Background: an optimization exercise with open tools, aiming at small area, a short achievable clock period and few clock cycles per item. Do not read the settings as production practice. Function was checked by simulation only, so behaviour that the tests miss may differ from the original. Power is estimated from default activity; no workload was simulated.

### design/flow/constraint.sdc
create_clock -name core_clock -period 5.0 [get_ports {clk}]
set_input_delay 1.0000 -clock core_clock [delete_from_list [all_inputs] [get_ports {clk}]]
set_output_delay 1.0000 -clock core_clock [all_outputs]
set_load 0.01 [all_outputs]
### design/flow/config.mk
export PLATFORM = sky130hd
export DESIGN_NAME = page_slot_directory_top
export DESIGN_NICKNAME = page_slot_directory_top
export VERILOG_FILES = /design/flow/design.v
export SDC_FILE = /design/flow/constraint.sdc
export NUM_CORES = 4
export LEC_CHECK = 0
export CAP_MARGIN = 20
export CORE_MARGIN = 2
export CORE_UTILIZATION = 40
export SLEW_MARGIN = 20
### design/flow/run.sh
#!/bin/bash
# synth_recipe.tcl (not shown) runs the flow's synth.tcl, then flattens the netlist and writes it again
# the make line also repeats each setting of config.mk as NAME=value (left out here)
make -C /OpenROAD-flow-scripts/flow DESIGN_CONFIG=/design/flow/config.mk WORK_HOME=/design/flow/orfs CLKGATE_MAP_FILE= SYNTH_SCRIPT=/design/flow/synth_recipe.tcl finish
### design/flow/design.v
`default_nettype none
package psd_pkg;
	localparam int SLOT_COUNT_DEF = 16;
	localparam int PAGE_W   = 32;
	localparam int STATUS_W = 3;
	localparam int SLOT_W   = 4;
	typedef enum logic {
		OP_GET    = 1'b0,
		OP_REMOVE = 1'b1
	} op_t;
	typedef enum logic [STATUS_W-1:0] {
		ST_HIT     = 3'd0,
		ST_LOAD    = 3'd1,
		ST_FULL    = 3'd2,
		ST_REMOVED = 3'd3,
		ST_ABSENT  = 3'd4
	} status_t;
	typedef enum logic {
		S_IDLE    = 1'b0,
		S_RESOLVE = 1'b1
	} state_t;
	typedef struct packed {
		logic capture;
		logic resolve;
	} psd_cmd_t;
endpackage
`default_nettype wire
`default_nettype none
module psd_ctrl (
	input  wire logic              clk,
	input  wire logic              arst_n,
	input  wire logic              start,
	output logic                   busy,
	output psd_pkg::psd_cmd_t      cmd
);
	logic cmp_q;
	logic res_q;
	always_ff @(posedge clk or negedge arst_n) begin
		if (!arst_n) begin
			cmp_q <= 1'b0;
			res_q <= 1'b0;
		end else begin
			cmp_q <= start;
			res_q <= cmp_q;
		end
	end
	assign busy        = 1'b0;
	assign cmd.capture = start;
	assign cmd.resolve = res_q;
endmodule
`default_nettype wire
`default_nettype none
module psd_datapath #(
	parameter int SLOT_COUNT = psd_pkg::SLOT_COUNT_DEF
) (
	input  wire logic                          clk,
	input  wire logic                          arst_n,
	input  wire psd_pkg::psd_cmd_t             cmd,
	input  wire logic                          operation,
	input  wire logic [psd_pkg::PAGE_W-1:0]    page_id,
	output logic                               done,
	output logic [psd_pkg::STATUS_W-1:0]       status,
	output logic [psd_pkg::SLOT_W-1:0]         slot
);
	localparam int IDX_W = (SLOT_COUNT > 1) ? $clog2(SLOT_COUNT) : 1;
	logic [SLOT_COUNT-1:0]           valid_q;
	logic [psd_pkg::PAGE_W-1:0]      page_q [SLOT_COUNT];
	logic                            op_s1;
	logic [psd_pkg::PAGE_W-1:0]      page_s1;
	logic                            op_s2;
	logic [psd_pkg::PAGE_W-1:0]      page_s2;
	logic [SLOT_COUNT-1:0]           raw_s2;    
	logic                            same_s2;   
	logic [SLOT_COUNT-1:0]           claim_q;   
	logic [SLOT_COUNT-1:0]           match;
	logic [SLOT_COUNT-1:0]           first_free;
	logic [SLOT_COUNT-1:0]           claim;
	logic [SLOT_COUNT-1:0]           clear;
	logic                            hit_any;
	logic                            free_any;
	logic                            below_full;
	logic [IDX_W-1:0]                hit_idx;
	logic [IDX_W-1:0]                free_idx;
	logic [psd_pkg::STATUS_W-1:0]    status_d;
	logic [psd_pkg::SLOT_W-1:0]      slot_d;
	logic                            done_q;
	logic [psd_pkg::STATUS_W-1:0]    status_q;
	logic [psd_pkg::SLOT_W-1:0]      slot_q;
	always_ff @(posedge clk) begin
		if (cmd.capture) begin
			op_s1   <= operation;
			page_s1 <= page_id;
		end
	end
	always_ff @(posedge clk) begin
		op_s2   <= op_s1;
		page_s2 <= page_s1;
		same_s2 <= (page_s1 == page_s2);
		for (int k = 0; k < SLOT_COUNT; k++) begin
			raw_s2[k] <= (page_q[k] == page_s1);
		end
	end
	always_comb begin
		hit_idx  = '0;
		free_idx = '0;
		for (int k = 0; k < SLOT_COUNT; k++) begin
			match[k] = valid_q[k] && (claim_q[k] ? same_s2 : raw_s2[k]);
		end
		for (int k = 0; k < SLOT_COUNT; k++) begin
			if (match[k]) begin
				hit_idx = hit_idx | IDX_W'(k);
			end
		end
		for (int k = SLOT_COUNT - 1; k >= 0; k--) begin
			if (!valid_q[k]) begin
				free_idx = IDX_W'(k);
			end
		end
		below_full = 1'b1;
		for (int k = 0; k < SLOT_COUNT; k++) begin
			first_free[k] = !valid_q[k] && below_full;
			below_full    = below_full && valid_q[k];
		end
		hit_any  = |match;
		free_any = !(&valid_q);
	end
	always_comb begin
		claim    = '0;
		clear    = '0;
		status_d = psd_pkg::ST_ABSENT;
		slot_d   = '0;
		if (op_s2 == psd_pkg::OP_GET) begin
			if (hit_any) begin
				status_d = psd_pkg::ST_HIT;
				slot_d   = psd_pkg::SLOT_W'(hit_idx);
			end else if (free_any) begin
				claim    = cmd.resolve ? first_free : '0;
				status_d = psd_pkg::ST_LOAD;
				slot_d   = psd_pkg::SLOT_W'(free_idx);
			end else begin
				status_d = psd_pkg::ST_FULL;
			end
		end else begin
			if (hit_any) begin
				clear    = cmd.resolve ? match : '0;
				status_d = psd_pkg::ST_REMOVED;
				slot_d   = psd_pkg::SLOT_W'(hit_idx);
			end
		end
	end
	always_ff @(posedge clk or negedge arst_n) begin
		if (!arst_n) begin
			valid_q <= '0;
		end else begin
			valid_q <= (valid_q & ~clear) | claim;
		end
	end
	always_ff @(posedge clk) begin
		claim_q <= claim;
		for (int k = 0; k < SLOT_COUNT; k++) begin
			if (claim[k]) begin
				page_q[k] <= page_s2;
			end
		end
	end
	always_ff @(posedge clk or negedge arst_n) begin
		if (!arst_n) begin
			done_q <= 1'b0;
		end else begin
			done_q <= cmd.resolve;
		end
	end
	always_ff @(posedge clk) begin
		status_q <= status_d;
		slot_q   <= slot_d;
	end
	assign done   = done_q;
	assign status = status_q;
	assign slot   = slot_q;
endmodule
`default_nettype wire
`default_nettype none
module page_slot_directory_top #(
	parameter int SLOT_COUNT = psd_pkg::SLOT_COUNT_DEF
) (
	input  wire logic                          clk,
	input  wire logic                          arst_n,
	input  wire logic                          start,
	output logic                               busy,
	input  wire logic                          operation,
	input  wire logic [psd_pkg::PAGE_W-1:0]    page_id,
	output logic                               done,
	output logic [psd_pkg::STATUS_W-1:0]       status,
	output logic [psd_pkg::SLOT_W-1:0]         slot
);
	psd_pkg::psd_cmd_t cmd;
	psd_ctrl u_ctrl (
		.clk    (clk),
		.arst_n (arst_n),
		.start  (start),
		.busy   (busy),
		.cmd    (cmd)
	);
	psd_datapath #(
		.SLOT_COUNT (SLOT_COUNT)
	) u_datapath (
		.clk       (clk),
		.arst_n    (arst_n),
		.cmd       (cmd),
		.operation (operation),
		.page_id   (page_id),
		.done      (done),
		.status    (status),
		.slot      (slot)
	);
endmodule
`default_nettype wire
==> qor.yml, run 1 <==
skew_ns: 0.0220
cp_top_family: "simple AND/OR/NAND/NOR gates"
cts.path.max_buffers: 3
cp_data_arrival_time_ns: 3.92
rsz0062_at_grt: "no"
ys_seq_area_share_pct: 71.5
outcome: "finished clean"
period_share_pct: 73.6
hold_buffers: 0
num_rows: 92
synth_area_um2: 25600
reg2reg_to: "u_datapath.page_q[11][10]"
dp_hpwl_um: 45200
dp_slack_ns: 1.30
num_vias: 14400
path_clk_slew_ns: 0.06
start_kind: "flip-flop"
clock_sinks: 637
wl_um: 79700
instances_no_fill: 2621
criticalPathCategory: "flip-flop to flip-flop"
cts_tree: "done"
grt_max_degree: 35
ir_drop_v: 0.000225
fin_crit_ns: 3.68
whs_endpoint: "u_ctrl.res_q"
io_buffer_count: 43
yosysTopAreaCell: "edfxtp_1"
crit_required_ns: 5.23
slew_headroom_pct: 27.7
synth.most_common_cell: "edfxtp_1"
r2r_cells: 7
hold_viol_final: 0
drc_errors: 0
post-cts-setup-buffers: 0
cp_common_cell: "nor3_4"
setup_tns_ns: 0
cp_max_fo: 33
worst_pin_slew_ns: 1.08
cts_buffers: 69
p_leak_uw: 0.0102
final_core_util_pct: 46.9
grt-ovfl-total: 0
p_per_area_nw_per_um2: 424
antenna_found_initial: 5
netlist_instances: 1611
start_util_pct: 40.5
die_y_um: 257
synth_area_leaders: "edfxtp_1, xor2_1, dfxtp_1"
routedWlPerCell_um: 30.4
endpoint_kind: "flip-flop"
yosysWarnings: 3
min-delay-start: "u_ctrl.cmp_q"
grt_pass1_vias: 14000
ys_seq_elements: 637
ys.flop_type: "edfxtp_1"
htree_levels: 3
synth_area_per_cell_um2: 15.9
timing.rr.start: "u_datapath.same_s2"
die_area_um2: 66000
syn_nets: 1647
grt_pass1_wl_um: 109000
maxCapViolCount: 0
viasPerCell: 5.49
max_stage_delay_ns: 0.56
cts_resized: 0
nNetsFinal: 1760
p_total_uw: 12600
drtIter0Drc: 1641
synth_top_cell_area_share_pct: 63.9
gp_congestion: 0.954
clk_latency_ns: 0.60
whs_path_depth: 0
postSynth.asyncResetShare_pct: 2.98
fp.dieW_um: 257
drive_above_1_share_pct: 12.5
dr.pass1.iters: 5
timing.fmax_ghz: 0.272
grt_usage_pct: 24.0
synth_edf_count: 545
synth_commonest_cells: "edfxtp_1, xor2_1, nor4_1"
critical-path-slowest-cell: "nand3b_2"
placed_cells: 2499
coreArea_um2: 63200
antenna_left: 0
finalMaxSlewViolations: 0
io_pins: 45
hp-class: "flip-flop to flip-flop"
area_growth_pct: 15.8
cts_root_buffer: "clkbuf_16"
cp_cell_sequence: "mux2_2 -> a22oi_1 -> nand4_2 -> nor3_4 -> nand3b_2 -> nor3_4 -> buf_4"
reg2reg_slack_ns: 1.32
worst_slack_ns: 1.32
ys_types: 45
crit_buf_inv: 1
diodes: 0
setup_viol: 0
[cells in the final DEF, fill, tap and decap left out, drive strengths merged, types with 2 or more instances in the layout]
master / count
mux2: 16
o21ai: 17
nor2: 40
a22oi: 4
clkbuf: 102
buf: 77
dfrtp: 19
nand2: 32
nand4: 43
o31ai: 2
and2: 3
bufinv: 4
dfxtp: 73
a311o: 2
edfxtp: 545
a21oi: 6
nor3: 14
nand2b: 6
a211o: 2
clkinvlp: 2
nand3: 4
a31oi: 5
inv: 7
xor2: 544
clkdlybuf4s50: 42
a41oi: 2
clkinv: 12
nor4: 139
[flip-flops by register name, indices dropped and copies added (netlist names)]
| register | count |
|---|---|
| u_datapath.raw_s2 | 16 |
| u_datapath.slot_q | 4 |
| u_datapath.status_q | 3 |
| u_datapath.page_s1 | 32 |
| u_datapath.op_s1 | 1 |
| u_datapath.page_q | 512 |
| u_datapath.op_s2 | 1 |
| u_datapath.same_s2 | 1 |
| u_ctrl.cmp_q | 1 |
| u_datapath.claim_q | 16 |
| u_datapath.valid_q | 16 |
| u_datapath.done_q | 1 |
| u_ctrl.res_q | 1 |
| u_datapath.page_s2 | 32 |
[layer usage]
metal  part of all wire [%]  GRT usage, %  wire (um)  up-vias
met5                  0.016             0         13        -
met4                    2.6          7.43       2110        2
met3                    6.9          3.72       5490      127
met2                     48          39.6      38500      582
met1                     42          32.7      33700     7564
li1                       -             -          -     6106
[stage by stage]
step	cell area [um2]	hold WS (ns)
2_1_floorplan	25600	0.323
3_3_place_gp	27400	0.337
3_5_place_dp	27400	0.343
4_1_cts	29600	0.349
5_1_grt	29600	0.358
6_report	29600	0.347
[layout make-up]
type	instances	area, um2
Fill cell	5416	33500
Sequential cell	637	18300
Multi-Input combinational cell	892	7030
Clock buffer	102	2020
Tap cell	846	1060
Timing Repair Buffer	119	996
Clock inverter	20	209
Inverter	5	18.8
[kinds of logic (layout without fill, tap and decap cells)]
logic type             Yosys count  in the layout  synth area share (%)
AO/OA/AOI/OAI                   43             43                  1.12
flip-flops                     637            637                  71.5
multiplexers                    16             16                 0.704
XOR/XNOR                       544            544                  18.6
buffers and inverters           82            246                  1.47
other                            1              1                0.0146
AND/OR/NAND/NOR                288            288                  6.58
[how the worst max path moves through the flow]
| stage | slack, ns | endpoint | depth (start not counted) | from |
|---|---|---|---|---|
| after CTS | 1.28 | u_datapath.page_q[11][31] | 7 | u_datapath.same_s2 |
| after detailed placement | 1.30 | u_datapath.page_q[10][18] | 7 | u_datapath.same_s2 |
| after floorplan | 0.70 | u_datapath.page_q[7][0] | 6 | u_datapath.claim_q[7] |
| after global routing | 1.11 | u_datapath.page_q[4][23] | 7 | u_datapath.same_s2 |
| final | 1.32 | u_datapath.page_q[11][10] | 7 | u_datapath.same_s2 |
| after global placement | 1.31 | u_datapath.page_q[10][17] | 7 | u_datapath.same_s2 |
[power by group]
group          total, uW  internal [uW]  switching, uW  leakage, uW
Sequential          6290           6050            231      0.00575
Clock               5070           3010           2060      0.00109
Combinational       1220            376            845      0.00335
Total              12600           9440           3130       0.0102
Testbench counts, summed over its fixed seeds: cycles 16,024, items 16,000.
==> run 2, diff against run 1 <==
--- a/design/flow/design.v
+++ b/design/flow/design.v
@@ -71,5 +71,6 @@
 	logic [psd_pkg::PAGE_W-1:0]      page_s2;
-	logic [SLOT_COUNT-1:0]           raw_s2;    
+	logic [SLOT_COUNT-1:0]           match_s2;  
 	logic                            same_s2;   
-	logic [SLOT_COUNT-1:0]           claim_q;   
+	logic                            prev_present;
+	logic [SLOT_COUNT-1:0]           prev_onehot;
 	logic [SLOT_COUNT-1:0]           match;
@@ -78,5 +79,7 @@
 	logic [SLOT_COUNT-1:0]           clear;
+	logic                            below_full;
 	logic                            hit_any;
 	logic                            free_any;
-	logic                            below_full;
+	logic                            alloc;
+	logic [IDX_W-1:0]                cmp_idx;
 	logic [IDX_W-1:0]                hit_idx;
@@ -89,6 +92,4 @@
 	always_ff @(posedge clk) begin
-		if (cmd.capture) begin
-			op_s1   <= operation;
-			page_s1 <= page_id;
-		end
+		op_s1   <= operation;
+		page_s1 <= page_id;
 	end
@@ -97,5 +98,5 @@
 		page_s2 <= page_s1;
-		same_s2 <= (page_s1 == page_s2);
-		for (int k = 0; k < SLOT_COUNT; k++) begin
-			raw_s2[k] <= (page_q[k] == page_s1);
+		same_s2 <= cmd.resolve && (page_s1 == page_s2);
+		for (int k = 0; k < SLOT_COUNT; k++) begin
+			match_s2[k] <= valid_q[k] && (page_q[k] == page_s1);
 		end
@@ -103,12 +104,18 @@
 	always_comb begin
-		hit_idx  = '0;
+		prev_present = (status_q == psd_pkg::ST_HIT) || (status_q == psd_pkg::ST_LOAD);
+		for (int k = 0; k < SLOT_COUNT; k++) begin
+			prev_onehot[k] = prev_present && (slot_q == psd_pkg::SLOT_W'(k));
+		end
+	end
+	always_comb begin
+		match   = same_s2 ? prev_onehot : match_s2;
+		hit_any = same_s2 ? prev_present : |match_s2;
+		cmp_idx = '0;
+		for (int k = 0; k < SLOT_COUNT; k++) begin
+			if (match_s2[k]) begin
+				cmp_idx = cmp_idx | IDX_W'(k);
+			end
+		end
+		hit_idx  = same_s2 ? IDX_W'(slot_q) : cmp_idx;
 		free_idx = '0;
-		for (int k = 0; k < SLOT_COUNT; k++) begin
-			match[k] = valid_q[k] && (claim_q[k] ? same_s2 : raw_s2[k]);
-		end
-		for (int k = 0; k < SLOT_COUNT; k++) begin
-			if (match[k]) begin
-				hit_idx = hit_idx | IDX_W'(k);
-			end
-		end
 		for (int k = SLOT_COUNT - 1; k >= 0; k--) begin
@@ -123,3 +130,2 @@
 		end
-		hit_any  = |match;
 		free_any = !(&valid_q);
@@ -127,4 +133,5 @@
 	always_comb begin
-		claim    = '0;
-		clear    = '0;
+		alloc    = cmd.resolve && (op_s2 == psd_pkg::OP_GET) && !hit_any && free_any;
+		claim    = alloc ? first_free : '0;
+		clear    = (cmd.resolve && (op_s2 == psd_pkg::OP_REMOVE)) ? match : '0;
 		status_d = psd_pkg::ST_ABSENT;
@@ -136,3 +143,2 @@
 			end else if (free_any) begin
-				claim    = cmd.resolve ? first_free : '0;
 				status_d = psd_pkg::ST_LOAD;
@@ -144,3 +150,2 @@
 			if (hit_any) begin
-				clear    = cmd.resolve ? match : '0;
 				status_d = psd_pkg::ST_REMOVED;
@@ -158,5 +163,4 @@
 	always_ff @(posedge clk) begin
-		claim_q <= claim;
-		for (int k = 0; k < SLOT_COUNT; k++) begin
-			if (claim[k]) begin
+		for (int k = 0; k < SLOT_COUNT; k++) begin
+			if (!valid_q[k]) begin
 				page_q[k] <= page_s2;
==> qor.yml, run 2 <==
cp_data_arrival_time_ns: 3.29
synth_commonest_cells: "xor2_1, edfxtp_1, nor4_1"
p_per_area_nw_per_um2: 469
period_share_pct: 56.8
r2r_cells: 5
crit_required_ns: 5.45
synth_area_leaders: "edfxtp_1, xor2_1, dfxtp_1"
ys_types: 43
reg2reg_to: "u_datapath.match_s2[9]"
num_rows: 91
cts_resized: 0
hold_buffers: 0
min-delay-start: "u_datapath.op_s1"
ir_drop_v: 0.000248
fin_crit_ns: 2.84
final_common_cell: "xor2_1"
clk_latency_ns: 0.61
dr.pass1.iters: 5
htree_levels: 3
endpoint_kind: "flip-flop"
synth_area_um2: 24900
placed_cells: 2481
synth.most_common_cell: "xor2_1"
area_growth_pct: 15.8
start_kind: "flip-flop"
criticalPathCategory: "flip-flop to flip-flop"
routedWlPerCell_um: 31.7
gp_congestion: 0.892
die_area_um2: 64200
wl_um: 82500
ys_seq_area_share_pct: 70.9
drtIter0Drc: 1845
yosysTopAreaCell: "edfxtp_1"
synth_area_per_cell_um2: 15.5
reg2reg_slack_ns: 2.16
netlist_instances: 1603
syn_nets: 1639
worst_pin_slew_ns: 1.18
critical-path-slowest-cell: "dfxtp_1"
path_clk_slew_ns: 0.06
postSynth.asyncResetShare_pct: 3.06
p_leak_uw: 0.0104
cts_tree: "done"
post-cts-setup-buffers: 0
drc_errors: 0
num_vias: 14500
timing.rr.start: "u_datapath.page_s1[0]"
largest_reg_flops: 512
final_core_util_pct: 46.8
instances_no_fill: 2604
cts_root_buffer: "clkbuf_16"
layout_common_cells: "xor2_1, edfxtp_1, nor4_1"
setup_tns_ns: 0
timing.fmax_ghz: 0.352
reg_top3: "u_datapath.page_q (512), u_datapath.page_s1 (32), u_datapath.page_s2 (32)"
synth_top_cell_area_share_pct: 61.8
grt_pass1_wl_um: 113000
io_buffer_count: 43
fillCellCount: 5286
maxCapViolCount: 0
grt_pass1_vias: 14000
outcome: "finished clean"
cts.path.max_buffers: 3
slew_headroom_pct: 21.4
p_total_uw: 13500
io_pins: 45
dp_hpwl_um: 52700
start_util_pct: 40.4
grt_usage_pct: 25.9
hold_viol_final: 0
clock_sinks: 621
hp-class: "flip-flop to flip-flop"
coreArea_um2: 61600
regMostFlops: "u_datapath.page_q"
yosysWarnings: 3
finalMaxSlewViolations: 0
antenna_found_initial: 6
ys.flop_type: "edfxtp_1"
rsz0062_at_grt: "no"
fp.dieW_um: 253
ys_seq_elements: 621
skew_ns: 0.0294
synth_edf_count: 512
cp_max_fo: 10
startpoint: "u_datapath.page_s1[0]"
antenna_left: 0
whs_path_depth: 0
whs_endpoint: "u_datapath.op_s2"
die_y_um: 253
setup_viol: 0
nNetsFinal: 1750
diodes: 0
grt_max_degree: 37
drive_above_1_share_pct: 10.6
viasPerCell: 5.58
max_stage_delay_ns: 0.81
cp_cell_sequence: "buf_4 -> xor2_1 -> nor4_1 -> nand4_1 -> nor3_1"
grt-ovfl-total: 0
cts_buffers: 68
==> run 2: cells by family after synthesis <==
family | share of synthesized area (%)
AO/OA/AOI/OAI | 1.95
XOR/XNOR | 19.1
buffers and inverters | 1.49
flip-flops | 70.9
multiplexers | 0.121
other | 0.0151
AND/OR/NAND/NOR | 6.34
==> run 2: area by class of cell <==
class | instances | area [um2] | area share (%)
sequential | 621 | 17700 | 61.3
inverter | 20 | 75.1 | 0.261
multi-input combinational | 888 | 6890 | 23.9
clock buffer | 97 | 1970 | 6.82
timing repair buffer | 115 | 971 | 3.37
clock inverter | 26 | 211 | 0.734
tap | 837 | 1050 | 3.64
==> run 2: worst max-delay path: cells and delay by family (launching register included) <==
family / cells / cell delay, ns
DFF: 1 / 0.81
and+or+nand+nor: 3 / 1.34
xor gates and xnor gates: 1 / 0.11
buffers and inverters: 1 / 0.43
==> run 2: how the worst max path moves through the flow <==
stage / end / slack [ns] / depth (start not counted)
after global placement: u_datapath.match_s2[14] / 1.94 / 4
after floorplan: u_datapath.valid_q[8] / 2.97 / 6
final: u_datapath.match_s2[9] / 2.16 / 5
after detailed placement: u_datapath.match_s2[10] / 2.05 / 4
after global routing: u_datapath.match_s2[9] / 2.21 / 5
after CTS: u_datapath.match_s2[10] / 2.05 / 4
==> run 2: layer usage <==
metal	routed length (um)	track usage [%]	vias up
met5	34	0	-
met4	2790	8.83	6
met3	8130	6.78	127
met2	37500	39.9	808
met1	34000	35.6	7516
li1	-	-	6082
==> run 2: per-stage QoR <==
step	setup slack [ns]	area [um2]	hold WS, ns
floorplan	2.97	24900	0.310
global placement	1.94	26600	0.323
detailed placement	2.05	26600	0.318
CTS	2.05	28800	0.339
global route	2.21	28800	0.347
finish	2.16	28800	0.339
==> run 2: report_power, final <==
group	switching [uW]	leakage, uW	internal [uW]
Sequential	454	0.00615	6480
Clock	2050	0.00106	2850
Combinational	1150	0.00316	517
Total	3660	0.0104	9850
Testbench counts of run 2, summed over its fixed seeds: cycles 16,024, items 16,000.
==> run 3, diff against run 2 <==
--- a/design/flow/config.mk
+++ b/design/flow/config.mk
@@ -10,2 +10,3 @@
 export CORE_UTILIZATION = 40
+export SETUP_SLACK_MARGIN = 2.8
 export SLEW_MARGIN = 20
==> qor.yml, run 3 <==
cts_buffers: 68
period_share_pct: 46.2
start_util_pct: 40.4
setup_viol: 0
placed_cells: 2481
postSynth.asyncResetShare_pct: 3.06
timing.fmax_ghz: 0.433
htree_levels: 3
drive_above_1_share_pct: 13.9
synth_area_leaders: "edfxtp_1, xor2_1, dfxtp_1"
cp_cell_sequence: "buf_4 -> xor2_1 -> nor4_1 -> nand4_1 -> nor3_1"
drtIter0Drc: 1975
coreArea_um2: 61600
instances_no_fill: 2611
fillCellCount: 5266
setup_tns_ns: 0
ys.flop_type: "edfxtp_1"
netlist_instances: 1603
num_vias: 14600
die_area_um2: 64200
gp_congestion: 0.892
ys_types: 43
antenna_left: 0
p_leak_uw: 0.0105
slew_headroom_pct: 29.0
final_common_cell: "xor2_1"
area_growth_pct: 16.7
ys_seq_elements: 621
crit_required_ns: 5.52
routedWlPerCell_um: 31.7
nNetsFinal: 1757
synth_edf_count: 512
clock_sinks: 621
start_kind: "flip-flop"
drc_errors: 0
dr.pass1.iters: 5
critical-path-slowest-cell: "dfxtp_2"
endpoint_kind: "flip-flop"
grt-ovfl-total: 0
r2r_cells: 5
criticalPathCategory: "flip-flop to flip-flop"
hold_viol_final: 0
finalMaxSlewViolations: 0
clk_latency_ns: 0.61
grt_max_degree: 37
p_per_area_nw_per_um2: 467
dp_hpwl_um: 52700
synth_area_um2: 24900
ys_seq_area_share_pct: 70.9
io_pins: 45
fin_crit_ns: 2.31
antenna_found_initial: 3
synth_commonest_cells: "xor2_1, edfxtp_1, nor4_1"
path_clk_slew_ns: 0.06
timing.rr.start: "u_datapath.page_s1[20]"
synth.most_common_cell: "xor2_1"
grt_pass1_vias: 14100
outcome: "finished clean"
reg2reg_slack_ns: 2.69
viasPerCell: 5.60
num_rows: 91
switchingPower_uw: 3690
cts_tree: "done"
hold_buffers: 0
maxCapViolCount: 0
cts.path.max_buffers: 3
fp.dieW_um: 253
grt_usage_pct: 26.0
cts_root_buffer: "clkbuf_16"
cp_data_arrival_time_ns: 2.83
synth_area_per_cell_um2: 15.5
p_comb_share_pct: 12.6
syn_nets: 1639
reg_top3: "u_datapath.page_q (512), u_datapath.page_s1 (32), u_datapath.page_s2 (32)"
cp_max_fo: 10
p_clk_share_pct: 36.2
diodes: 0
layout_common_cells: "xor2_1, edfxtp_1, nor4_1"
largest_reg_flops: 512
synth_top_cell_area_share_pct: 61.8
yosysTopAreaCell: "edfxtp_1"
io_buffer_count: 43
regMostFlops: "u_datapath.page_q"
hp-class: "flip-flop to flip-flop"
max_stage_delay_ns: 0.54
rsz0062_at_grt: "yes"
startpoint: "u_datapath.page_s1[20]"
die_y_um: 253
ir_drop_v: 0.000249
wl_um: 82800
swShare_pct: 27.2
cp-endpoint: "u_datapath.match_s2[10]"
p_int_uw: 9860
reg2reg_to: "u_datapath.match_s2[10]"
grt_pass1_wl_um: 114000
skew_ns: 0.0283
worst_pin_slew_ns: 1.07
yosysWarnings: 3
seqPwrFrac_pct: 51.1
-- run 3: worst min path at each step --
stage	cells past startpoint	from	end	slack, ns
2_1_floorplan	0	u_datapath.op_s1	u_datapath.op_s2	0.31
3_3_place_gp	0	u_datapath.op_s1	u_datapath.op_s2	0.32
3_5_place_dp	0	u_datapath.op_s1	u_datapath.op_s2	0.32
4_1_cts	0	u_datapath.op_s1	u_datapath.op_s2	0.34
5_1_grt	0	u_datapath.op_s1	u_datapath.op_s2	0.35
6_report	0	u_datapath.op_s1	u_datapath.op_s2	0.34
-- run 3: power by group through the flow --
stage,Sequential (uW),Combinational [uW],Clock [uW]
floorplan,6870,957,0
global placement,7000,1650,0
detailed placement,7030,1640,0
CTS,6920,1670,4970
global route,6990,1810,5180
finish,6930,1710,4910
-- run 3: metrics by stage --
step	setup slack [ns]	hold WS, ns	util (%)	instance area [um2]	power [uW]
2_1_floorplan	2.97	0.310	-	24900	7830
3_3_place_gp	1.94	0.323	43.2	26600	8650
3_5_place_dp	2.05	0.318	43.2	26600	8670
4_1_cts	2.63	0.339	47.0	28900	13600
5_1_grt	2.67	0.348	47.2	29100	14000
6_report	2.69	0.335	47.2	29100	13600
-- run 3: what timing repair did --
| item | in CTS | in global routing |
|---|---|---|
| setup endpoints to repair | 29 | 19 |
| buffers inserted | 2 | 4 |
| gates resized for setup | 69 | 25 |
| gates cloned | 1 | 0 |
| pin swaps | 0 | 2 |
-- run 3: critical path: cells and delay by family (launching register included) --
kind                      cells  cell delay (ns)
xor gates and xnor gates      1             0.11
and+or+nand+nor               3             1.17
DFF                           1             0.54
buffers and inverters         1             0.37
-- run 3: routing by layer --
metal  part of all wire [%]  vias to the layer above  wire length (um)  GRT usage, %
met3                    9.7                      120              8010          4.76
met5                  0.011                        -                 9             0
met2                     46                      841             38100          40.8
li1                       -                     6096                 -             -
met1                     42                     7556             34400          37.1
met4                    2.7                        2              2250          7.17
-- run 3: logic make-up after synthesis --
| family | share of synthesized area (%) |
|---|---|
| AO/OA/AOI/OAI | 1.95 |
| XOR/XNOR | 19.1 |
| buffers and inverters | 1.49 |
| flip-flops | 70.9 |
| multiplexers | 0.121 |
| other | 0.0151 |
| AND/OR/NAND/NOR | 6.34 |
-- run 3: layout make-up --
cell class | instances | area, um2 | area share, %
multi-input combinational | 889 | 7020 | 24.2
tap | 837 | 1050 | 3.60
sequential | 621 | 17700 | 61.0
inverter | 20 | 80.1 | 0.276
clock buffer | 97 | 1970 | 6.77
clock inverter | 26 | 211 | 0.728
timing repair buffer | 121 | 1010 | 3.48
==> run 4, diff against run 3 <==
--- a/design/flow/config.mk
+++ b/design/flow/config.mk
@@ -7,2 +7,3 @@
 export LEC_CHECK = 0
+export ABC_CLOCK_PERIOD_IN_PS = 1800
 export CAP_MARGIN = 20
==> qor.yml, run 4 <==
antenna_left: 0
synth_edf_count: 512
clk_latency_ns: 0.61
gp_congestion: 0.892
io_buffer_count: 43
drc_errors: 0
cts_root_buffer: "clkbuf_16"
num_vias: 14600
synth_area_per_cell_um2: 15.5
p_per_area_nw_per_um2: 467
ys_types: 43
diodes: 0
dp_slack_ns: 2.05
netlist_instances: 1603
rsz0062_at_grt: "yes"
fin_area_um2: 29100
num_rows: 91
slew_headroom_pct: 29.0
synth_commonest_cells: "xor2_1, edfxtp_1, nor4_1"
wl_um: 82800
fin_crit_ns: 2.31
skew_ns: 0.0283
yosysWarnings: 3
period_share_pct: 46.2
area_growth_pct: 16.7
fp.dieW_um: 253
yosysTopAreaCell: "edfxtp_1"
setup_tns_ns: 0
io_pins: 45
layout_common_cells: "xor2_1, edfxtp_1, nor4_1"
placed_area_um2: 26600
grt_pass1_vias: 14100
synth_compound_area_share_pct: 1.95
final_common_cell: "xor2_1"
drtIter0Drc: 1975
cp_cell_sequence: "buf_4 -> xor2_1 -> nor4_1 -> nand4_1 -> nor3_1"
max_stage_delay_ns: 0.54
postSynth.asyncResetShare_pct: 3.06
cts_tree: "done"
nNetsFinal: 1757
setup_viol: 0
whs_path_depth: 0
timing.fmax_ghz: 0.433
criticalPathCategory: "flip-flop to flip-flop"
antenna_found_initial: 3
outcome: "finished clean"
start_kind: "flip-flop"
cp_max_fo: 10
dp_hpwl_um: 52700
viasPerCell: 5.60
coreArea_um2: 61600
cp_data_arrival_time_ns: 2.83
hold_ws_ns: 0.335
grt_pass1_wl_um: 114000
critical-path-slowest-cell: "dfxtp_2"
synth_xor_area_share_pct: 19.1
synthSimpleGateAreaFrac_pct: 6.34
start_util_pct: 40.4
hold_buffers: 0
synth_area_leaders: "edfxtp_1, xor2_1, dfxtp_1"
maxCapViolCount: 0
syn_nets: 1639
dr.pass1.iters: 5
synth_top_family_by_area: "XOR/XNOR gates"
reg_top3: "u_datapath.page_q (512), u_datapath.page_s1 (32), u_datapath.page_s2 (32)"
drive_above_1_share_pct: 13.9
grt_usage_pct: 26.0
synthAdderAreaFrac_pct: 0
cts.path.max_buffers: 3
worst_slack_ns: 2.69
worst_pin_slew_ns: 1.07
largest_reg_flops: 512
ys.flop_type: "edfxtp_1"
ys_seq_elements: 621
regMostFlops: "u_datapath.page_q"
die_y_um: 253
synth_mux_area_share_pct: 0.121
synth.most_common_cell: "xor2_1"
die_area_um2: 64200
ys_seq_area_share_pct: 70.9
grt_max_degree: 37
ir_drop_v: 0.000249
hold_viol_final: 0
synth_top_cell_area_share_pct: 61.8
clock_sinks: 621
hp-class: "flip-flop to flip-flop"
path_clk_slew_ns: 0.06
finalMaxSlewViolations: 0
crit_required_ns: 5.52
htree_levels: 3
cts_buffers: 68
routedWlPerCell_um: 31.7
synth_area_um2: 24900
p_leak_uw: 0.0105
grt-ovfl-total: 0
r2r_cells: 5
endpoint_kind: "flip-flop"
-- run 4: cell counts in the layout (fill, tap and decap cells not counted) --
No cell type changed its count.
-- run 4: where the power goes --
part           internal [uW]  total [uW]  switching [uW]
sequential              6480        6930             447
clock                   2850        4910            2060
combinational            523        1710            1190
-- run 4: worst paths after layout --
check,startpoint,end,slack [ns]
max,u_datapath.page_s1[20],u_datapath.match_s2[10],2.69
min,u_datapath.op_s1,u_datapath.op_s2,0.34
max reg2reg,u_datapath.page_s1[20],u_datapath.match_s2[10],2.69
min reg2reg,u_datapath.op_s1,u_datapath.op_s2,0.34
max in group asynchronous,arst_n,u_datapath.valid_q[10],3.49
min in group asynchronous,arst_n,u_datapath.valid_q[6],0.93
-- run 4: logic make-up after synthesis --
logic type / count (synthesis)
AO/OA/AOI/OAI: 67
multiplexers: 3
flip-flops: 621
buffers and inverters: 94
AND/OR/NAND/NOR: 273
XOR/XNOR: 544
other: 1
-- run 4: routing by layer --
metal	GRT usage (%)	wire length, um	vias up
met5	0	9	-
met4	7.17	2250	2
met3	4.76	8010	120
met2	40.8	38100	841
met1	37.1	34400	7556
li1	-	-	6096
-- run 4: area by class of cell --
class	instances	area, um2
Fill cell	5266	32500
Sequential cell	621	17700
Multi-Input combinational cell	889	7020
Clock buffer	97	1970
Tap cell	837	1050
Timing Repair Buffer	121	1010
Clock inverter	26	211
Inverter	20	80.1
-- run 4: what timing repair did --
item	in CTS	in global routing
pin swaps	0	2
gates resized for setup	69	25
buffers inserted	2	4
cloned	1	0
setup endpoints to repair	29	19
-- run 4: worst max-delay path: cells and delay by family (launching register included) --
kind                      cells  cell delay, ns
and+or+nand+nor               3            1.17
xor gates and xnor gates      1            0.11
buffers and inverters         1            0.37
DFF                           1            0.54
-- run 4: stage by stage --
stage | power, uW | utilization [%] | instances
detailed placement | 8670 | 43.2 | 2481
global placement | 8650 | 43.2 | 2481
floorplan | 7830 | - | 1603
global route | 14000 | 47.2 | 2611
CTS | 13600 | 47.0 | 2607
finish | 13600 | 47.2 | 2611
==> run 5, diff against run 4 <==
--- a/design/flow/config.mk
+++ b/design/flow/config.mk
@@ -7,3 +7,2 @@
 export LEC_CHECK = 0
-export ABC_CLOCK_PERIOD_IN_PS = 1800
 export CAP_MARGIN = 20
@@ -11,2 +10,4 @@
 export CORE_UTILIZATION = 40
+export CTS_CLUSTER_DIAMETER = 100
+export CTS_CLUSTER_SIZE = 30
 export SETUP_SLACK_MARGIN = 2.8
==> qor.yml, run 5 <==
grt_usage_pct: 25.5
ys_seq_area_share_pct: 70.9
grt_max_degree: 37
io_pins: 45
start_util_pct: 40.4
maxCapViolCount: 0
regMostFlops: "u_datapath.page_q"
clock_sinks: 621
ir_drop_v: 0.000247
period_share_pct: 45.4
netlist_instances: 1603
synth_area_leaders: "edfxtp_1, xor2_1, dfxtp_1"
postSynth.asyncResetShare_pct: 3.06
outcome: "finished clean"
ys.flop_type: "edfxtp_1"
grt-ovfl-total: 0
drtIter0Drc: 1990
yosysWarnings: 3
instances_no_fill: 2537
endpoint_kind: "flip-flop"
cts_root_buffer: "clkbuf_16"
grt_pass1_wl_um: 112000
synth.most_common_cell: "xor2_1"
die_area_um2: 64200
die_y_um: 253
synth_area_um2: 24900
synth_top_cell_area_share_pct: 61.8
routedWlPerCell_um: 32.2
antenna_left: 0
dp_hpwl_um: 52700
area_growth_pct: 11.3
viasPerCell: 5.64
cp_data_arrival_time_ns: 2.79
io_buffer_count: 43
dp_slack_ns: 2.05
placed_area_um2: 26600
fillCellCount: 5371
hold_viol_final: 0
reg_top3: "u_datapath.page_q (512), u_datapath.page_s1 (32), u_datapath.page_s2 (32)"
fp.dieW_um: 253
p_per_area_nw_per_um2: 407
drive_above_1_share_pct: 11.2
largest_reg_flops: 512
criticalPathCategory: "flip-flop to flip-flop"
synth_commonest_cells: "xor2_1, edfxtp_1, nor4_1"
p_leak_uw: 0.00979
fin_area_um2: 27700
drc_errors: 0
num_rows: 91
layout_common_cells: "xor2_1, edfxtp_1, nor4_1"
p_total_uw: 11300
gp_congestion: 0.892
synth_area_per_cell_um2: 15.5
cp_max_fo: 18
hold_buffers: 0
timing.fmax_ghz: 0.441
nNetsFinal: 1718
yosysTopAreaCell: "edfxtp_1"
cts.path.max_buffers: 3
setup_viol: 0
placed_cells: 2481
worst_slack_ns: 2.73
clk_latency_ns: 0.62
setup_tns_ns: 0
final_common_cell: "xor2_1"
cts_buffers: 25
num_vias: 14300
wl_um: 81800
ys_seq_elements: 621
hp-class: "flip-flop to flip-flop"
finalMaxSlewViolations: 0
skew_ns: 0.0249
ys_types: 43
rsz0062_at_grt: "yes"
dr.pass1.iters: 5
slew_headroom_pct: 30.3
grt_pass1_vias: 13700
diodes: 0
antenna_found_initial: 3
coreArea_um2: 61600
crit_required_ns: 5.52
syn_nets: 1639
htree_levels: 1
start_kind: "flip-flop"
synth_edf_count: 512
path_clk_slew_ns: 0.12
fin_crit_ns: 2.27
cts_tree: "done"
worst_pin_slew_ns: 1.05
run 5: cell count changes in the layout (fill, tap and decap cells not counted), moves of 2 or more:
cell,previous run,this run
clkbuf_16,72,25
clkinv_2,10,0
clkinv_1,14,7
clkbuf_8,7,1
buf_2,3,7
clkbuf_1,18,14
clkinvlp_4,4,0
buf_6,3,6
clkdlybuf4s15_2,3,0
dfxtp_4,8,11
nor4_2,5,8
buf_4,74,76
dfxtp_1,56,54
nor4_1,114,112
run 5: critical path, stage by stage (launching register included):
cell and delay (ns):
dfxtp_1 0.33, buf_4 0.37, xor2_1 0.17, nor4_4 0.45, nand4_1 0.47, nor3_1 0.37
run 5: final timing paths:
| check | from | slack (ns) | cells past startpoint | endpoint |
|---|---|---|---|---|
| setup / recovery | u_datapath.page_s1[7] | 2.73 | 5 | u_datapath.match_s2[10] |
| hold / removal | u_datapath.op_s1 | 0.35 | 0 | u_datapath.op_s2 |
| setup reg to reg | u_datapath.page_s1[7] | 2.73 | 5 | u_datapath.match_s2[10] |
| hold reg to reg | u_datapath.op_s1 | 0.35 | 0 | u_datapath.op_s2 |
| max in group asynchronous | arst_n | 3.45 | 1 | u_datapath.valid_q[7] |
| min in group asynchronous | arst_n | 0.91 | 1 | u_datapath.valid_q[8] |
run 5: layer usage:
metal | global-route usage [%] | vias to the layer above | wire, um
li1 | - | 5970 | -
met1 | 37.1 | 7462 | 34700
met5 | 0 | - | 0
met3 | 3.02 | 95 | 7000
met4 | 5.78 | 0 | 2130
met2 | 40.8 | 783 | 37900
run 5: cells by family after synthesis:
logic type             share of synthesized area (%)
multiplexers                                   0.121
buffers and inverters                           1.49
flip-flops                                      70.9
XOR/XNOR                                        19.1
other                                         0.0151
AO/OA/AOI/OAI                                   1.95
AND/OR/NAND/NOR                                 6.34
run 5: timing repair:
action | CTS | global route
cloned | 1 | 0
pin swaps | 2 | 3
setup endpoints to repair | 30 | 17
resized for setup | 87 | 24
setup buffers | 9 | 1
run 5: power breakdown:
part	internal [uW]	total (uW)	switching [uW]
Sequential	6470	6910	440
Combinational	526	1710	1190
Clock	1040	2660	1620
Total	8030	11300	3250
run 5: per-stage QoR:
stage               hold WS (ns)  utilization (%)
floorplan                  0.310                -
global placement           0.323             43.2
detailed placement         0.318             43.2
CTS                        0.351             44.8
global route               0.355             44.9
finish                     0.345             44.9
run 5: cell type report:
class | count | area (um2) | share of cell area (%)
Clock buffer | 40 | 692 | 2.50
Clock inverter | 5 | 78.8 | 0.285
Inverter | 20 | 80.1 | 0.289
Multi-Input combinational cell | 889 | 7030 | 25.4
Sequential cell | 621 | 17700 | 64.0
Tap cell | 837 | 1050 | 3.78
Timing Repair Buffer | 125 | 1030 | 3.73
==> run 6, diff against run 5 <==
--- a/design/flow/config.mk
+++ b/design/flow/config.mk
@@ -10,4 +10,4 @@
 export CORE_UTILIZATION = 40
-export CTS_CLUSTER_DIAMETER = 100
-export CTS_CLUSTER_SIZE = 30
+export CTS_CLUSTER_DIAMETER = 80
+export CTS_CLUSTER_SIZE = 24
 export SETUP_SLACK_MARGIN = 2.8
==> qor.yml, run 6 <==
postSynth.asyncResetShare_pct: 3.06
period_share_pct: 44.6
reg_top3: "u_datapath.page_q (512), u_datapath.page_s1 (32), u_datapath.page_s2 (32)"
rsz0062_at_grt: "yes"
cts.path.max_buffers: 3
path_clk_slew_ns: 0.10
p_total_uw: 11600
synth_top_cell_area_share_pct: 61.8
switchingPower_uw: 3320
grt_pass1_vias: 13700
start_util_pct: 40.4
hold_ws_ns: 0.341
max_stage_delay_ns: 0.53
gp_congestion: 0.892
cts_buffers: 31
setup_tns_ns: 0
synth_edf_count: 512
hp-class: "flip-flop to flip-flop"
yosysWarnings: 3
diodes: 0
skew_ns: 0.0340
hold_buffers: 0
critical-path-slowest-cell: "dfxtp_2"
num_rows: 91
wl_um: 82000
num_vias: 14300
grt_pass1_wl_um: 112000
die_area_um2: 64200
p_clk_share_pct: 25.5
ys_seq_area_share_pct: 70.9
drive_above_1_share_pct: 11.7
io_buffer_count: 43
htree_levels: 1
grt_max_degree: 37
drc_errors: 0
routed.top_layer: "met5"
io_pins: 45
endpoint_kind: "flip-flop"
hold_viol_final: 0
ir_drop_v: 0.000347
ys_types: 43
yosysTopAreaCell: "edfxtp_1"
finalMaxSlewViolations: 0
synth.most_common_cell: "xor2_1"
die_y_um: 253
worst_pin_slew_ns: 1.07
dr.pass1.iters: 5
antenna_found_initial: 8
synth_commonest_cells: "xor2_1, edfxtp_1, nor4_1"
timing.fmax_ghz: 0.448
antenna_left: 0
maxCapViolCount: 0
cp_cell_sequence: "buf_4 -> xor2_1 -> nor4_2 -> nand4_1 -> nor3_1"
coreArea_um2: 61600
netlist_instances: 1603
crit_required_ns: 5.54
grt-ovfl-total: 0
p_int_uw: 8280
met3WireLength_um: 8440
wl_met2_um: 37900
regMostFlops: "u_datapath.page_q"
p_leak_uw: 0.00989
cts_tree: "done"
swShare_pct: 28.6
clock_sinks: 621
routedWlPerCell_um: 32.2
viasPerCell: 5.62
outcome: "finished clean"
fin_crit_ns: 2.23
nNetsFinal: 1725
synth_area_per_cell_um2: 15.5
criticalPathCategory: "flip-flop to flip-flop"
synth_area_um2: 24900
largest_reg_flops: 512
start_kind: "flip-flop"
slew_headroom_pct: 28.9
wl_met1_um: 33400
syn_nets: 1639
cts_root_buffer: "clkbuf_16"
clk_latency_ns: 0.63
cp_max_fo: 11
fp.dieW_um: 253
seqPwrFrac_pct: 59.6
drtIter0Drc: 1898
dp_hpwl_um: 52700
synth_area_leaders: "edfxtp_1, xor2_1, dfxtp_1"
area_growth_pct: 12.2
ys.flop_type: "edfxtp_1"
setup_viol: 0
ys_seq_elements: 621
cp_data_arrival_time_ns: 2.77
layout_common_cells: "xor2_1, edfxtp_1, nor4_1"
final_common_cell: "xor2_1"
p_comb_share_pct: 14.9
p_per_area_nw_per_um2: 415
grt_usage_pct: 25.4
run 6: routing by layer:
metal / GRT usage, % / vias to the layer above
li1: - / 5998
met1: 35.7 / 7410
met2: 40.5 / 812
met3: 4.92 / 109
met4: 6.53 / 8
met5: 0 / -
run 6: worst max-delay path, delay by kind of cell, from the launching register on:
family / cells / cell delay (ns)
flip-flops: 1 / 0.53
AND/OR/NAND/NOR: 3 / 1.07
XOR/XNOR: 1 / 0.17
buffers and inverters: 1 / 0.37
run 6: power by group through the flow:
| stage | registers [uW] | clock network, uW | logic (uW) |
|---|---|---|---|
| floorplan | 6870 | 0 | 957 |
| global placement | 7000 | 0 | 1650 |
| detailed placement | 7030 | 0 | 1640 |
| CTS | 6900 | 2980 | 1680 |
| global route | 6970 | 3150 | 1820 |
| finish | 6910 | 2960 | 1730 |
run 6: final timing paths:
kind                                        start                       to  slack (ns)  cells past startpoint
min reg2reg                      u_datapath.op_s1         u_datapath.op_s2        0.34                      0
max in group asynchronous                  arst_n    u_datapath.valid_q[7]        3.44                      1
min                              u_datapath.op_s1         u_datapath.op_s2        0.34                      0
max reg2reg                u_datapath.page_s1[27]  u_datapath.match_s2[13]        2.77                      5
min in group asynchronous                  arst_n    u_datapath.valid_q[8]        0.91                      1
max                        u_datapath.page_s1[27]  u_datapath.match_s2[13]        2.77                      5
run 6: metrics by stage:
stage	util, %	setup slack, ns	area [um2]	std cells
6_report	45.3	2.77	27900	2551
5_1_grt	45.3	2.62	27900	2551
2_1_floorplan	-	2.97	24900	1603
3_5_place_dp	43.2	2.05	26600	2481
3_3_place_gp	43.2	1.94	26600	2481
4_1_cts	45.1	2.61	27800	2548
run 6: layout make-up:
cell class	instances	area, um2
clock buffer	50	857
clock inverter	8	110
fill	5385	33700
inverter	20	80.1
multi-input combinational	889	7050
sequential	621	17700
tap	837	1050
timing repair buffer	126	1040
run 6: what timing repair did:
| action | 4_1_cts | 5_1_grt |
|---|---|---|
| setup endpoints to repair | 30 | 20 |
| resized for setup | 78 | 37 |
| gates cloned | 1 | 0 |
| pin swaps | 1 | 4 |
| buffers inserted | 8 | 3 |
| hold endpoints to repair | 0 | 0 |
run 6: cell families (layout without fill, tap and decap cells):
group	count (synthesis)	in the layout	synth area share, %
and+or+nand+nor	273	273	6.34
AOI/OAI and AO/OA	67	68	1.95
other	1	1	0.0151
DFF	621	621	70.9
xor gates and xnor gates	544	544	19.1
muxes	3	3	0.121
buffers and inverters	94	204	1.49
==> run 7, diff against run 6 <==
--- a/design/flow/design.v
+++ b/design/flow/design.v
@@ -35,3 +35,2 @@
 );
-	logic cmp_q;
 	logic res_q;
@@ -39,7 +38,5 @@
 		if (!arst_n) begin
-			cmp_q <= 1'b0;
 			res_q <= 1'b0;
 		end else begin
-			cmp_q <= start;
-			res_q <= cmp_q;
+			res_q <= start;
 		end
@@ -67,8 +64,6 @@
 	logic [psd_pkg::PAGE_W-1:0]      page_q [SLOT_COUNT];
-	logic                            op_s1;
-	logic [psd_pkg::PAGE_W-1:0]      page_s1;
-	logic                            op_s2;
-	logic [psd_pkg::PAGE_W-1:0]      page_s2;
-	logic [SLOT_COUNT-1:0]           match_s2;  
-	logic                            same_s2;   
+	logic                            op_r;
+	logic [psd_pkg::PAGE_W-1:0]      page_r;
+	logic [SLOT_COUNT-1:0]           match_r;   
+	logic                            same_r;    
 	logic                            prev_present;
@@ -77,4 +72,4 @@
 	logic [SLOT_COUNT-1:0]           first_free;
-	logic [SLOT_COUNT-1:0]           claim;
-	logic [SLOT_COUNT-1:0]           clear;
+	logic [SLOT_COUNT-1:0]           valid_hit;
+	logic [SLOT_COUNT-1:0]           valid_miss;
 	logic                            below_full;
@@ -82,3 +77,2 @@
 	logic                            free_any;
-	logic                            alloc;
 	logic [IDX_W-1:0]                cmp_idx;
@@ -92,11 +86,7 @@
 	always_ff @(posedge clk) begin
-		op_s1   <= operation;
-		page_s1 <= page_id;
-	end
-	always_ff @(posedge clk) begin
-		op_s2   <= op_s1;
-		page_s2 <= page_s1;
-		same_s2 <= cmd.resolve && (page_s1 == page_s2);
-		for (int k = 0; k < SLOT_COUNT; k++) begin
-			match_s2[k] <= valid_q[k] && (page_q[k] == page_s1);
+		op_r   <= operation;
+		page_r <= page_id;
+		same_r <= cmd.resolve && (page_id == page_r);
+		for (int k = 0; k < SLOT_COUNT; k++) begin
+			match_r[k] <= valid_q[k] && (page_q[k] == page_id);
 		end
@@ -110,7 +100,7 @@
 	always_comb begin
-		match   = same_s2 ? prev_onehot : match_s2;
-		hit_any = same_s2 ? prev_present : |match_s2;
+		match   = same_r ? prev_onehot : match_r;
+		hit_any = same_r ? prev_present : |match_r;
 		cmp_idx = '0;
 		for (int k = 0; k < SLOT_COUNT; k++) begin
-			if (match_s2[k]) begin
+			if (match_r[k]) begin
 				cmp_idx = cmp_idx | IDX_W'(k);
@@ -118,3 +108,3 @@
 		end
-		hit_idx  = same_s2 ? IDX_W'(slot_q) : cmp_idx;
+		hit_idx  = same_r ? IDX_W'(slot_q) : cmp_idx;
 		free_idx = '0;
@@ -133,8 +123,5 @@
 	always_comb begin
-		alloc    = cmd.resolve && (op_s2 == psd_pkg::OP_GET) && !hit_any && free_any;
-		claim    = alloc ? first_free : '0;
-		clear    = (cmd.resolve && (op_s2 == psd_pkg::OP_REMOVE)) ? match : '0;
 		status_d = psd_pkg::ST_ABSENT;
 		slot_d   = '0;
-		if (op_s2 == psd_pkg::OP_GET) begin
+		if (op_r == psd_pkg::OP_GET) begin
 			if (hit_any) begin
@@ -155,2 +142,8 @@
 	end
+	always_comb begin
+		for (int k = 0; k < SLOT_COUNT; k++) begin
+			valid_hit[k]  = valid_q[k] && !(cmd.resolve && (op_r == psd_pkg::OP_REMOVE) && match[k]);
+			valid_miss[k] = valid_q[k] || (cmd.resolve && (op_r == psd_pkg::OP_GET) && first_free[k]);
+		end
+	end
 	always_ff @(posedge clk or negedge arst_n) begin
@@ -159,3 +152,3 @@
 		end else begin
-			valid_q <= (valid_q & ~clear) | claim;
+			valid_q <= hit_any ? valid_hit : valid_miss;
 		end
@@ -165,3 +158,3 @@
 			if (!valid_q[k]) begin
-				page_q[k] <= page_s2;
+				page_q[k] <= page_r;
 			end
==> qor.yml, run 7 <==
die_area_um2: 62800
maxCapViolCount: 0
cts_tree: "done"
p_int_uw: 7480
reg_top3: "u_datapath.page_q (512), u_datapath.page_r (32)"
synth_commonest_cells: "edfxtp_1, xor2_1, nor4_1"
io_pins: 45
fp.dieW_um: 251
htree_levels: 1
final_common_cell: "edfxtp_1"
ys_seq_elements: 587
gp_congestion: 0.878
rsz0062_at_grt: "yes"
ys_seq_area_share_pct: 69.7
fin_area_um2: 27800
dp_hpwl_um: 49800
ys.flop_type: "edfxtp_1"
antenna_found_initial: 1
hold_viol_final: 0
nNetsFinal: 1732
outcome: "finished clean"
fin_crit_ns: 2.23
area_growth_pct: 14.4
wl_um: 78000
worst_pin_slew_ns: 1.16
num_vias: 13900
path_clk_slew_ns: 0.09
synth_area_per_cell_um2: 15.5
endpoint_kind: "flip-flop"
start_util_pct: 40.4
clk_latency_ns: 0.66
yosysWarnings: 3
cp_data_arrival_time_ns: 2.78
grt_pass1_vias: 13600
postSynth.asyncResetShare_pct: 3.07
setup_viol: 0
drc_errors: 0
routedWlPerCell_um: 31.2
regMostFlops: "u_datapath.page_q"
num_rows: 90
ys_types: 57
drive_above_1_share_pct: 15.6
synth_area_leaders: "edfxtp_1, xor2_1, dfxtp_1"
cp_top_family: "simple AND/OR/NAND/NOR gates"
criticalPathCategory: "input pin to flip-flop"
worst-path-stages: 6
grt_pass1_wl_um: 107000
grt-ovfl-total: 0
max_stage_delay_ns: 0.38
skew_ns: 0.0557
crit_buf_inv: 2
finalMaxSlewViolations: 0
placed_area_um2: 26100
grt_usage_pct: 24.7
cts_buffers: 31
hold_buffers: 0
synth_area_um2: 24300
whs_path_depth: 0
dr.pass1.iters: 5
slew_headroom_pct: 22.9
drtIter0Drc: 1549
p_clk_share_pct: 29.6
timing.rr.start: "u_datapath.page_r[28]"
yosysTopAreaCell: "edfxtp_1"
netlist_instances: 1567
hp-class: "flip-flop to flip-flop"
largest_reg_flops: 512
period_share_pct: 44.6
crit_required_ns: 5.55
die_y_um: 251
switchingPower_uw: 2700
antenna_left: 0
reg2reg_slack_ns: 2.90
syn_nets: 1603
synth_top_cell_area_share_pct: 63.2
final_core_util_pct: 46.2
synth.most_common_cell: "edfxtp_1"
critical-path-slowest-cell: "nand4_1"
timing.fmax_ghz: 0.449
setup_tns_ns: 0
grt_max_degree: 38
p_comb_share_pct: 12.5
io_buffer_count: 43
coreArea_um2: 60200
cp-endpoint: "u_datapath.match_r[13]"
cts_root_buffer: "clkbuf_16"
viasPerCell: 5.55
synth_edf_count: 512
hold_ws_ns: 0.447
reg2reg_to: "u_datapath.same_r"
r2r_cells: 4
cts.path.max_buffers: 3
ir_drop_v: 0.000288
cp_cell_sequence: "buf_2 -> buf_4 -> xor2_1 -> nor4_1 -> nand4_1 -> nor3_2"
swShare_pct: 26.5
p_leak_uw: 0.00962
fillCellCount: 5223
cp_max_fo: 10
clock_sinks: 587
startpoint: "page_id[20]"
layout_common_cells: "edfxtp_1, xor2_1, buf_4"
p_per_area_nw_per_um2: 366
seqPwrFrac_pct: 57.9
start_kind: "input pin"
## run 7: changes by cell type after synthesis, moves of 5 or more
cell / previous run / this run
a21oi_1: 1 / 7
a22oi_1: 0 / 8
a32oi_1: 16 / 3
buf_2: 0 / 60
buf_4: 1 / 6
clkbuf_1: 71 / 3
dfxtp_1: 90 / 57
inv_1: 18 / 24
nor4_1: 124 / 117
xnor2_1: 17 / 43
xor2_1: 527 / 496
## run 7: what timing repair did
| item | 4_1_cts | 5_1_grt |
|---|---|---|
| gates cloned | 1 | 0 |
| setup endpoints to repair | 32 | 23 |
| pin swaps | 12 | 11 |
| gates resized for setup | 214 | 29 |
| buffers inserted | 25 | 4 |
## run 7: cell type report
| type | instances | area (um2) | share of cell area [%] |
|---|---|---|---|
| Clock inverter | 11 | 206 | 0.742 |
| Multi-Input combinational cell | 883 | 7280 | 26.1 |
| Clock buffer | 47 | 836 | 3.00 |
| Inverter | 27 | 105 | 0.377 |
| Sequential cell | 587 | 17000 | 61.0 |
| Tap cell | 782 | 978 | 3.51 |
| Antenna cell | 2 | 5.00 | 0.0180 |
| Timing Repair Buffer | 166 | 1440 | 5.18 |
## run 7: worst register-to-register path, delay by kind of cell (launching register included)
kind	cells	cell delay, ns
xor gates and xnor gates	1	0.20
DFF	1	1.10
and+or+nand+nor	3	0.74
## run 7: power groups by stage
stage | combinational [uW] | sequential [uW] | clock, uW
global route | 1340 | 5930 | 3180
detailed placement | 1150 | 6020 | 0
floorplan | 621 | 5990 | 0
global placement | 1150 | 6010 | 0
finish | 1270 | 5900 | 3020
CTS | 1250 | 5900 | 3050
## run 7: stage by stage
stage	instances	worst slack, ns	total power (uW)
floorplan	1567	2.86	6620
global placement	2415	0.878	7160
detailed placement	2415	1.09	7170
CTS	2499	2.76	10200
global route	2503	2.76	10500
finish	2505	2.77	10200
## run 7: cell families (layout without fill, tap and decap cells)
logic type	count (synthesis)	in the layout	share of synthesized area (%)
other	1	3	0.0154
buffers and inverters	97	251	1.93
XOR/XNOR	539	539	19.4
flip-flops	587	587	69.7
AND/OR/NAND/NOR	264	264	6.53
multiplexers	2	2	0.0874
AO/OA/AOI/OAI	77	77	2.29
## run 7: metal layers
layer	global-route usage [%]	part of all wire, %	vias up
met5	0	0	-
met3	3.35	7.2	110
met2	41.4	48	597
met1	33.4	41	7223
li1	-	-	5973
met4	7.80	3.6	0
## run 7: worst min-delay path by stage
| stage | from | end |
|---|---|---|
| 3_5_place_dp | u_datapath.page_r[14] | u_datapath.page_q[6][14] |
| 4_1_cts | u_datapath.page_r[14] | u_datapath.page_q[6][14] |
| 5_1_grt | u_datapath.page_r[14] | u_datapath.page_q[6][14] |
| 2_1_floorplan | u_ctrl.res_q | u_datapath.done_q |
| 6_report | u_datapath.page_r[14] | u_datapath.page_q[6][14] |
| 3_3_place_gp | u_datapath.page_r[14] | u_datapath.page_q[6][14] |
Testbench counts of run 7, summed over its fixed seeds: cycles 16,016, items 16,000.
==> run 8, diff against run 7 <==
==> design/flow/flow/run.sh (new file) <==
#!/bin/bash
set -euo pipefail
export BUFFER_PORTS_ARGS="-buffer_cell sky130_fd_sc_hd__buf_4"
export MATCH_CELL_FOOTPRINT=0
bash standard.sh "BUFFER_PORTS_ARGS=-buffer_cell sky130_fd_sc_hd__buf_4" "MATCH_CELL_FOOTPRINT=0" finish > flow_make.log 2>&1
==> design/flow/standard.sh (new file) <==
#!/bin/bash
# synth_recipe.tcl (not shown) runs the flow's synth.tcl, then flattens the netlist and writes it again
# the make line also repeats each setting of config.mk as NAME=value (left out here)
make -C /OpenROAD-flow-scripts/flow DESIGN_CONFIG=/design/flow/config.mk WORK_HOME=/design/flow/orfs CLKGATE_MAP_FILE= SYNTH_SCRIPT=/design/flow/synth_recipe.tcl "${@:-finish}"
removed: design/flow/run.sh
==> qor.yml, run 8 <==
num_rows: 90
fin_crit_ns: 2.30
yosysTopAreaCell: "edfxtp_1"
synth_edf_count: 512
outcome: "finished clean"
synth_area_leaders: "edfxtp_1, xor2_1, dfxtp_1"
hold_buffers: 0
ys_types: 57
ys_seq_elements: 587
num_vias: 13700
start_kind: "input pin"
crit_required_ns: 5.57
fin_area_um2: 26800
io_buffer_count: 43
slew_headroom_pct: 24.9
synth_commonest_cells: "edfxtp_1, xor2_1, nor4_1"
grt_max_degree: 38
io_pins: 45
diodes: 0
postSynth.asyncResetShare_pct: 3.07
placed_area_um2: 25600
clock_sinks: 587
rsz0062_at_grt: "no"
viasPerCell: 5.62
cts_root_buffer: "clkbuf_16"
netlist_instances: 1567
hp-class: "input pin to asynchronous set/reset pin"
dr.pass1.iters: 6
path_clk_slew_ns: 0.10
htree_levels: 1
drc_errors: 0
area_growth_pct: 10.1
antenna_found_initial: 0
layout_common_cells: "edfxtp_1, xor2_1, nor4_1"
fp.dieW_um: 251
synth.most_common_cell: "edfxtp_1"
synth_area_um2: 24300
ys_seq_area_share_pct: 69.7
wl_um: 77200
grt_pass1_vias: 13300
cts_buffers: 31
gp_congestion: 0.899
hold_viol_final: 0
period_share_pct: 46.1
ir_drop_v: 0.000292
drive_above_1_share_pct: 10.6
timing.fmax_ghz: 0.434
final_common_cell: "edfxtp_1"
cp_cell_sequence: "buf_4 -> xor2_1 -> nor4_1 -> nand4_1 -> nor3_1"
routedWlPerCell_um: 31.8
setup_tns_ns: 0
clk_latency_ns: 0.65
synth_top_cell_area_share_pct: 63.2
p_leak_uw: 0.00915
cp_max_fo: 18
largest_reg_flops: 512
maxCapViolCount: 0
critical-path-slowest-cell: "nor4_1"
skew_ns: 0.0395
dp_hpwl_um: 47300
setup_viol: 0
ys.flop_type: "edfxtp_1"
antenna_left: 0
nNetsFinal: 1657
synth_area_per_cell_um2: 15.5
regMostFlops: "u_datapath.page_q"
grt_usage_pct: 24.4
drtIter0Drc: 1751
reg_top3: "u_datapath.page_q (512), u_datapath.page_r (32)"
cts.path.max_buffers: 3
cp_data_arrival_time_ns: 2.87
grt-ovfl-total: 0
cts_tree: "done"
yosysWarnings: 3
syn_nets: 1603
finalMaxSlewViolations: 0
p_per_area_nw_per_um2: 374
max_stage_delay_ns: 0.86
criticalPathCategory: "input pin to flip-flop"
die_area_um2: 62800
die_y_um: 251
grt_pass1_wl_um: 106000
endpoint_kind: "flip-flop"
worst_pin_slew_ns: 1.11
start_util_pct: 40.4
final_core_util_pct: 44.5
coreArea_um2: 60200
-- run 8: through the flow --
step / hold slack, ns / setup slack (ns) / power (uW) / instances
CTS: 0.221 / 2.71 / 10000 / 2428
global route: 0.239 / 2.81 / 10300 / 2428
finish: 0.227 / 2.70 / 10000 / 2428
global placement: 0.560 / 1.78 / 7140 / 2368
floorplan: 0.449 / 2.86 / 6620 / 1567
detailed placement: 0.565 / 1.82 / 7150 / 2369
-- run 8: cells by family after synthesis --
family | Yosys count | synth area share (%)
other cells | 1 | 0.0154
simple gates | 264 | 6.53
mux | 2 | 0.0874
buf+inv | 97 | 1.93
compound gates | 77 | 2.29
xor+xnor | 539 | 19.4
flops | 587 | 69.7
-- run 8: layout make-up --
class | instances | area (um2)
well taps | 782 | 978
clock buffers | 49 | 843
flip-flops and latches | 587 | 17000
fillers | 5264 | 33500
clock inverters | 9 | 151
multi-input cells | 883 | 7020
inverters | 27 | 110
repair buffers | 91 | 696
-- run 8: worst max-delay path: cells and delay by family --
kind / cells / cell delay, ns
AND/OR/NAND/NOR: 3 / 1.29
buffers and inverters: 1 / 0.42
XOR/XNOR: 1 / 0.13
-- run 8: power by group --
group,internal (uW),total (uW),switching [uW]
sequential,5730,5910,184
clock,1270,2930,1660
combinational,332,1170,837
-- run 8: layer usage --
metal / global-route usage, % / routed length, um / up-vias
met3: 2.90 / 5420 / 135
met4: 9.26 / 3510 / 0
li1: - / - / 5807
met2: 40.3 / 36700 / 641
met1: 33.0 / 31500 / 7070
met5: 0 / 0 / -
-- run 8: what timing repair did --
action                     CTS  global route
setup buffers                1             0
cloned                       0             0
resized for setup           23            14
pin swaps                    1             3
setup endpoints to repair   22            15
-- run 8: final timing paths --
kind | from | end | slack, ns | depth (start not counted)
min in group core_clock | operation | u_datapath.op_r | 0.47 | 1
min reg2reg | u_datapath.page_q[4][6] | u_datapath.match_r[4] | 0.58 | 3
min | arst_n | u_datapath.valid_q[12] | 0.23 | 1
max reg2reg | u_datapath.valid_q[12] | u_datapath.slot_q[0] | 2.93 | 4
max in group asynchronous | arst_n | u_datapath.valid_q[5] | 4.56 | 1
max | page_id[26] | u_datapath.match_r[6] | 2.70 | 5

-- what the ideal ports hide --
Ports are ideal in the flow. The routed layouts listed here were re-timed in OpenROAD.
Step 1, drivers: a clkbuf_16 drives clk and a buf_2 each remaining input, both assumed.
Step 2 also shifts input and output timing later by t, the mid clock arrival at the registers, as if the neighbouring blocks saw the same clock.
Three values: ideal, step 1, step 2; two values: the first two.
run	shift t [ns]	setup WS [ns]	latest minus earliest clock arrival (ns)
run 1	0.651	1.318 / 1.318 / 1.318	0.023 / 0.024
run 2	0.652	2.161 / 2.161 / 2.161	0.029 / 0.030
run 3	0.655	2.689 / 2.689 / 2.689	0.029 / 0.029
run 4	0.655	2.689 / 2.689 / 2.689	0.029 / 0.029
run 5	0.667	2.731 / 2.731 / 2.731	0.026 / 0.026
run 6	0.676	2.769 / 2.769 / 2.769	0.034 / 0.034
run 7	0.697	2.771 / 2.791 / 2.112	0.056 / 0.056
run 8	0.697	2.696 / 2.735 / 2.039	0.040 / 0.039
After both steps every run listed still meets setup and hold. The setup slack of run 7, which loses most, moves by +0.020 ns with the drivers and by -0.659 ns with both steps.
